From an optimization exercise on the open Yosys and OpenROAD flow, aimed at small area; shortcuts taken in it are not production practice. Only simulation tests tie the RTL to the original design; equivalence was not proved. No activity file was given, so power comes from the tool's default toggle rates.

Design pid_controller_clamped_unit, start of the top module:
module pid_controller_clamped_unit #(
  parameter int unsigned UPDATE_RATE_HZ = 30
) (
  input  wire                               clk_i,
  input  wire                               rst_ni,
  input  wire                               cfg_valid_i,
  output logic                              cfg_ready_o,
  input  wire  [pcc_pkg::CfgIdxW-1:0]       cfg_index_i,
  input  wire  [pcc_pkg::DataW-1:0]         cfg_data_i,
  input  wire                               in_valid_i,
  output logic                              in_ready_o,
  input  wire                               time_passed_i,
  input  wire  signed [pcc_pkg::DataW-1:0]  setpoint_i,
  input  wire  signed [pcc_pkg::DataW-1:0]  measured_i,
  output logic                              out_valid_o,
  input  wire                               out_ready_i,
  output logic signed [pcc_pkg::DataW-1:0]  drive_o
);
==> flow/config.mk <==
export PLATFORM = sky130hd
export DESIGN_NAME = pid_controller_clamped_unit
export DESIGN_NICKNAME = pid_controller_clamped_unit
export VERILOG_FILES = /design/flow/design.v
export SDC_FILE = /design/flow/constraint.sdc
export NUM_CORES = 4
export LEC_CHECK = 0
export CAP_MARGIN = 20
export CORE_MARGIN = 2
export CORE_UTILIZATION = 60
export CTS_BUF_LIST = sky130_fd_sc_hd__clkbuf_8
export CTS_CLUSTER_DIAMETER = 60
export CTS_CLUSTER_SIZE = 16
export SLEW_MARGIN = 20
==> flow/constraint.sdc <==
create_clock -name core_clock -period 11.0 [get_ports {clk_i}]
set_input_delay 2.2000 -clock core_clock [delete_from_list [all_inputs] [get_ports {clk_i}]]
set_output_delay 2.2000 -clock core_clock [all_outputs]
set_load 0.01 [all_outputs]
standard.sh (not shown) runs the stock make flow with config.mk's settings and CLKGATE_MAP_FILE= SYNTH_SCRIPT=/design/flow/synth_recipe.tcl, a recipe that flattens the netlist after the stock synthesis.
==> flow/flow/run.sh <==
#!/bin/bash
# The standard layout with two changes: the port buffers are the smallest
# buffer cell, and the clock tree is built without dummy loads.
set -euo pipefail
export BUFFER_PORTS_ARGS="-buffer_cell sky130_fd_sc_hd__buf_1"
export CTS_ARGS="-sink_clustering_enable -repair_clock_nets -buf_list sky130_fd_sc_hd__clkbuf_8 -sink_clustering_size 16 -sink_clustering_max_diameter 60 -dont_use_dummy_load"
bash standard.sh > standard.log 2>&1
Edit:
==> flow/run.sh (new file) <==
#!/bin/bash
# synth_recipe.tcl (not shown) runs the flow's synth.tcl, then flattens the netlist and writes it again
# the make line also repeats each setting of config.mk as NAME=value (left out here)
make -C /OpenROAD-flow-scripts/flow DESIGN_CONFIG=/design/flow/config.mk WORK_HOME=/design/flow/orfs CLKGATE_MAP_FILE= SYNTH_SCRIPT=/design/flow/synth_recipe.tcl finish
removed: flow/flow/run.sh
removed: flow/standard.sh
=>
- setup slack gets worse by 0.37 ns
- global-route usage went up by 0.19 points
- power goes up by 2.6%
- area after synthesis is unchanged
- flip-flop and latch count stays the same
- cell count increases by 1.4%
- cell area rises by 5.1%
- hold slack gets worse by 0.0086 ns


## run 1
pid_controller_clamped_unit, a different RTL version from the one above (not shown whole).
Size in the first run: about 580 cells after synthesis, about 76 I/O pins, roughly 8400 um^2 of cells after synthesis.
Settings: LEC_CHECK=0, CAP_MARGIN=20, CORE_MARGIN=2, CORE_UTILIZATION=75, CTS_BUF_LIST=sky130_fd_sc_hd__clkbuf_8, CTS_CLUSTER_DIAMETER=60, CTS_CLUSTER_SIZE=16, PLACE_DENSITY=0.8, SLEW_MARGIN=20; clock period 11.0 ns.
==> flow/flow/run.sh <==
#!/bin/bash
# The standard layout with three changes:
#  - synthesis maps with an area-oriented ABC script (flow/abc_area.script in
#    place of ORFS's abc_speed.script; everything else in the scripts folder
#    is ORFS's own, copied unchanged);
#  - the port buffers are the smallest buffer cell;
#  - the clock tree is built from clkbuf_8 without dummy loads.
set -euo pipefail
here=$PWD
rm -rf "$here/scripts_area"
cp -r "$FLOW_HOME/scripts" "$here/scripts_area"
cp "$here/flow/abc_area.script" "$here/scripts_area/abc_speed.script"
export BUFFER_PORTS_ARGS="-buffer_cell sky130_fd_sc_hd__buf_1"
export CTS_ARGS="-sink_clustering_enable -repair_clock_nets -buf_list sky130_fd_sc_hd__clkbuf_8 -sink_clustering_size 16 -sink_clustering_max_diameter 60 -dont_use_dummy_load"
bash standard.sh "SCRIPTS_DIR=$here/scripts_area" finish > standard.log 2>&1
==> flow/flow/abc_area.script <==
&get -n
&st
&dch -f
&nf -a
&st
&syn2
&dch -f
&nf -a
&put
Run 1: PASS, flow complete, no timing, DRC or antenna violations
The inputs of run 2 differ from those of run 1 as listed below.
Settings: CTS_CLUSTER_SIZE changed from 16 to 18; CORE_UTILIZATION changed from 75 to 60; PLACE_DENSITY removed (was 0.8).
--- a/flow/flow/run.sh
+++ b/flow/flow/run.sh
@@ -13,3 +13,3 @@
 export BUFFER_PORTS_ARGS="-buffer_cell sky130_fd_sc_hd__buf_1"
-export CTS_ARGS="-sink_clustering_enable -repair_clock_nets -buf_list sky130_fd_sc_hd__clkbuf_8 -sink_clustering_size 16 -sink_clustering_max_diameter 60 -dont_use_dummy_load"
+export CTS_ARGS="-sink_clustering_enable -repair_clock_nets -buf_list sky130_fd_sc_hd__clkbuf_8 -sink_clustering_size 18 -sink_clustering_max_diameter 60 -dont_use_dummy_load"
 bash standard.sh "SCRIPTS_DIR=$here/scripts_area" finish > standard.log 2>&1
==> flow/flow/abc_area.script <==
&get -n
&st
&deepsyn -T 60
&dch -f
&nf -a
&put
==> comparison <==
Summary: with run 1 as the reference, internal power contribution in run 2 moved up by more than 10%. The run showing the greater core utilization is run 1. Per the comparison of run 2 with run 1, die extent in x higher, clock distribution power lower.
--- input diff run 2..run 3 ---
==> flow/flow/abc_area.script <==
&get -n
&st
&deepsyn -T 180
&dch -f
&nf -a
&put
Results
Of run 3 and run 2, the lower overall fraction of global-route tracks in use belongs to run 3. Final worst slack for run 3: 0.0046 ns down relative to run 2. Of run 3 and run 2, the run reporting the higher global routing usage on met2 was run 2. As far as area after synthesis is concerned, run 3 and run 2 perform about the same.
Modified inputs, run 4 compared to run 3
Settings: changing CTS_CLUSTER_SIZE from 18 to 16.
--- a/flow/flow/run.sh
+++ b/flow/flow/run.sh
@@ -13,3 +13,3 @@
 export BUFFER_PORTS_ARGS="-buffer_cell sky130_fd_sc_hd__buf_1"
-export CTS_ARGS="-sink_clustering_enable -repair_clock_nets -buf_list sky130_fd_sc_hd__clkbuf_8 -sink_clustering_size 18 -sink_clustering_max_diameter 60 -dont_use_dummy_load"
+export CTS_ARGS="-sink_clustering_enable -repair_clock_nets -buf_list sky130_fd_sc_hd__clkbuf_8 -sink_clustering_size 16 -sink_clustering_max_diameter 60 -dont_use_dummy_load"
 bash standard.sh "SCRIPTS_DIR=$here/scripts_area" finish > standard.log 2>&1
==> flow/flow/abc_area.script <==
&get -n
&st
&dch -f
&nf -a
&st
&syn2
&dch -f
&nf -a
&put
## What came out
Lower cell area goes to run 3 over run 4.
Compared with run 3, in run 4 y dimension of the die higher; complex-gate fraction of the synthesized area lower; met3 wirelength from detailed routing higher.
Run 3 ended up with adder cells as its largest family of logic cells by synthesized area; run 4 ended up with simple AND/OR/NAND/NOR gates.
Run 4 vs run 3 — maximum frequency rose about 1.3%.


Another version of the RTL of pid_controller_clamped_unit (not shown whole).
Size: roughly 660 cells after synthesis, about 220 flip-flops, about 76 I/O pins, about 9200 µm² of cells after synthesis.
clock: 11.0 ns
lec_check: 0
cap_margin: 20
core_margin: 2
core_utilization: 60
cts_buf_list: sky130_fd_sc_hd__clkbuf_8
cts_cluster_diameter: 60
cts_cluster_size: 16
slew_margin: 20
==> flow/flow/run.sh <==
#!/bin/bash
# The standard layout with three changes:
#  - synthesis maps with an area-oriented ABC script (flow/abc_area.script in
#    place of ORFS's abc_speed.script; everything else in the scripts folder
#    is ORFS's own, copied unchanged);
#  - the port buffers are the smallest buffer cell;
#  - the clock tree is built from clkbuf_8 without dummy loads.
set -euo pipefail
here=$PWD
rm -rf "$here/scripts_area"
cp -r "$FLOW_HOME/scripts" "$here/scripts_area"
cp "$here/flow/abc_area.script" "$here/scripts_area/abc_speed.script"
export BUFFER_PORTS_ARGS="-buffer_cell sky130_fd_sc_hd__buf_1"
export CTS_ARGS="-sink_clustering_enable -repair_clock_nets -buf_list sky130_fd_sc_hd__clkbuf_8 -sink_clustering_size 16 -sink_clustering_max_diameter 60 -dont_use_dummy_load"
bash standard.sh "SCRIPTS_DIR=$here/scripts_area" finish > standard.log 2>&1
==> flow/flow/abc_area.script <==
&get -n
&st
&dch -f
&nf -a
&st
&syn2
&dch -f
&nf -a
&put
Next try:
- CAP_MARGIN: 20 -> 0
- GPL_TIMING_DRIVEN: not set -> 0
- SLEW_MARGIN: 20 -> 0
=>
- The new run went through all stages and came out clean
- first-iteration DRC count went down by 25%
- worst hold slack barely changes
- wire length decreases by 4.7%
- power fell by 0.80%
- synthesized area does not change
- clock power stays flat
- sequential power stays flat


## nickel
Another version of the RTL of pid_controller_clamped_unit (not shown whole).
Size in the first run: roughly 220 flip-flops, about 76 I/O pins, about 8600 sq um of cells after synthesis.
==> flow/config.mk <==
export PLATFORM = sky130hd
export DESIGN_NAME = pid_controller_clamped_unit
export DESIGN_NICKNAME = pid_controller_clamped_unit
export VERILOG_FILES = /design/flow/design.v
export SDC_FILE = /design/flow/constraint.sdc
export NUM_CORES = 4
export LEC_CHECK = 0
export CAP_MARGIN = 20
export CORE_MARGIN = 2
export CORE_UTILIZATION = 60
export CTS_BUF_LIST = sky130_fd_sc_hd__clkbuf_8
export CTS_CLUSTER_DIAMETER = 60
export CTS_CLUSTER_SIZE = 16
export SLEW_MARGIN = 20
==> flow/constraint.sdc <==
create_clock -name core_clock -period 11.0 [get_ports {clk_i}]
set_input_delay 2.2000 -clock core_clock [delete_from_list [all_inputs] [get_ports {clk_i}]]
set_output_delay 2.2000 -clock core_clock [all_outputs]
set_load 0.01 [all_outputs]
==> flow/flow/run.sh <==
#!/bin/bash
# The standard layout with three changes:
#  - synthesis maps with an area-oriented ABC script (flow/abc_area.script in
#    place of ORFS's abc_speed.script; everything else in the scripts folder
#    is ORFS's own, copied unchanged);
#  - the port buffers are the smallest buffer cell;
#  - the clock tree is built from clkbuf_8 without dummy loads.
set -euo pipefail
here=$PWD
rm -rf "$here/scripts_area"
cp -r "$FLOW_HOME/scripts" "$here/scripts_area"
cp "$here/flow/abc_area.script" "$here/scripts_area/abc_speed.script"
export BUFFER_PORTS_ARGS="-buffer_cell sky130_fd_sc_hd__buf_1"
export CTS_ARGS="-sink_clustering_enable -repair_clock_nets -buf_list sky130_fd_sc_hd__clkbuf_16 -sink_clustering_size 30 -sink_clustering_max_diameter 80 -dont_use_dummy_load"
bash standard.sh "SCRIPTS_DIR=$here/scripts_area" finish > standard.log 2>&1
Scripts as last shown in full above: flow/flow/abc_area.script
Both conditions hold for nickel: the flow ran to the end and the final layout passed the timing, DRC and antenna checks.
Here is what was changed in the inputs of pepper compared with nickel.
--- a/flow/flow/run.sh
+++ b/flow/flow/run.sh
@@ -13,3 +13,3 @@
 export BUFFER_PORTS_ARGS="-buffer_cell sky130_fd_sc_hd__buf_1"
-export CTS_ARGS="-sink_clustering_enable -repair_clock_nets -buf_list sky130_fd_sc_hd__clkbuf_16 -sink_clustering_size 30 -sink_clustering_max_diameter 80 -dont_use_dummy_load"
+export CTS_ARGS="-sink_clustering_enable -repair_clock_nets -buf_list sky130_fd_sc_hd__clkbuf_8 -sink_clustering_size 20 -sink_clustering_max_diameter 60 -dont_use_dummy_load"
 bash standard.sh "SCRIPTS_DIR=$here/scripts_area" finish > standard.log 2>&1
## What came out
- Looking only at number of global-route vias before repair, and setting everything else aside, the lower value of pepper and nickel goes to nickel.
- The power in pepper was lower than what nickel gave.
- Sort pepper and nickel by internal power contribution desc -> top: nickel
- Going from nickel to pepper, portion of netlist area occupied by mux cells held steady; worst path setup slack after routing went up by 0.022 ns.
Modified inputs, garnet compared to pepper
--- a/flow/flow/run.sh
+++ b/flow/flow/run.sh
@@ -13,3 +13,3 @@
 export BUFFER_PORTS_ARGS="-buffer_cell sky130_fd_sc_hd__buf_1"
-export CTS_ARGS="-sink_clustering_enable -repair_clock_nets -buf_list sky130_fd_sc_hd__clkbuf_8 -sink_clustering_size 20 -sink_clustering_max_diameter 60 -dont_use_dummy_load"
+export CTS_ARGS="-sink_clustering_enable -repair_clock_nets -buf_list sky130_fd_sc_hd__clkbuf_8 -sink_clustering_size 16 -sink_clustering_max_diameter 60 -dont_use_dummy_load"
 bash standard.sh "SCRIPTS_DIR=$here/scripts_area" finish > standard.log 2>&1
## What came out
garnet ended with every stage complete and zero timing, DRC or antenna violations.
Clock group share of total power (higher): garnet
On worst setup slack, the lower figure sits with pepper, not garnet.
Clock-cell share of area, pepper and garnet: higher on garnet
In terms of sequential group power, garnet and pepper differ only marginally.
Relative to pepper, total power increased by 0.025 mW in garnet.
Inputs modified between garnet and lagoon:
- GPL_TIMING_DRIVEN: unset -> 0
==> comparison <==
- Diff garnet -> lagoon: total track usage now sits lower; wire length of the first global-routing pass now sits lower; overall die height now sits at about the same level.
- Lower logic gate share of total power among lagoon and garnet: garnet

what the ideal ports hide:
The results above use ideal ports. As a check the final layouts listed here were re-extracted and re-timed, cells and wires unchanged. Step 1: set_driving_cell puts a clkbuf_16 on clk_i and a buf_2 on each other input, an assumption about the parent block. Step 2 moves the port delays by t, midway between the first and last clock arrival at a register: inputs arrive t later, outputs are due t later. That takes back most of the time a late clock gives input paths. Slacks: ideal ports / drivers / drivers and shift; pairs: ideal ports / drivers.
run	shift t [ns]	setup slack, ns	cell pins on the clock port's net
the first run of note 1	0.526	3.316 / 3.333 / 2.807	1
the second run of note 1	0.550	2.943 / 2.954 / 2.403	1
run 1	0.524	0.605 / 0.605 / 0.605	1
run 2	0.532	1.049 / 1.049 / 1.049	1
run 3	0.524	1.044 / 1.044 / 1.044	1
run 4	0.525	1.171 / 1.171 / 1.171	1
the first run of note 3	0.520	3.399 / 3.414 / 2.893	1
the second run of note 3	0.518	2.624 / 2.637 / 2.119	1
nickel	0.480	0.370 / 0.389 / -0.090	1
pepper	0.522	0.392 / 0.407 / -0.114	1
garnet	0.524	0.424 / 0.443 / -0.081	1
lagoon	0.536	0.406 / 0.427 / -0.110	1
With both steps, setup timing fails in nickel, pepper, garnet and lagoon, where it was met with ideal ports. For the second run of note 1, which loses most, drivers alone change the setup slack by +0.011 ns; drivers and shift together by -0.540 ns.
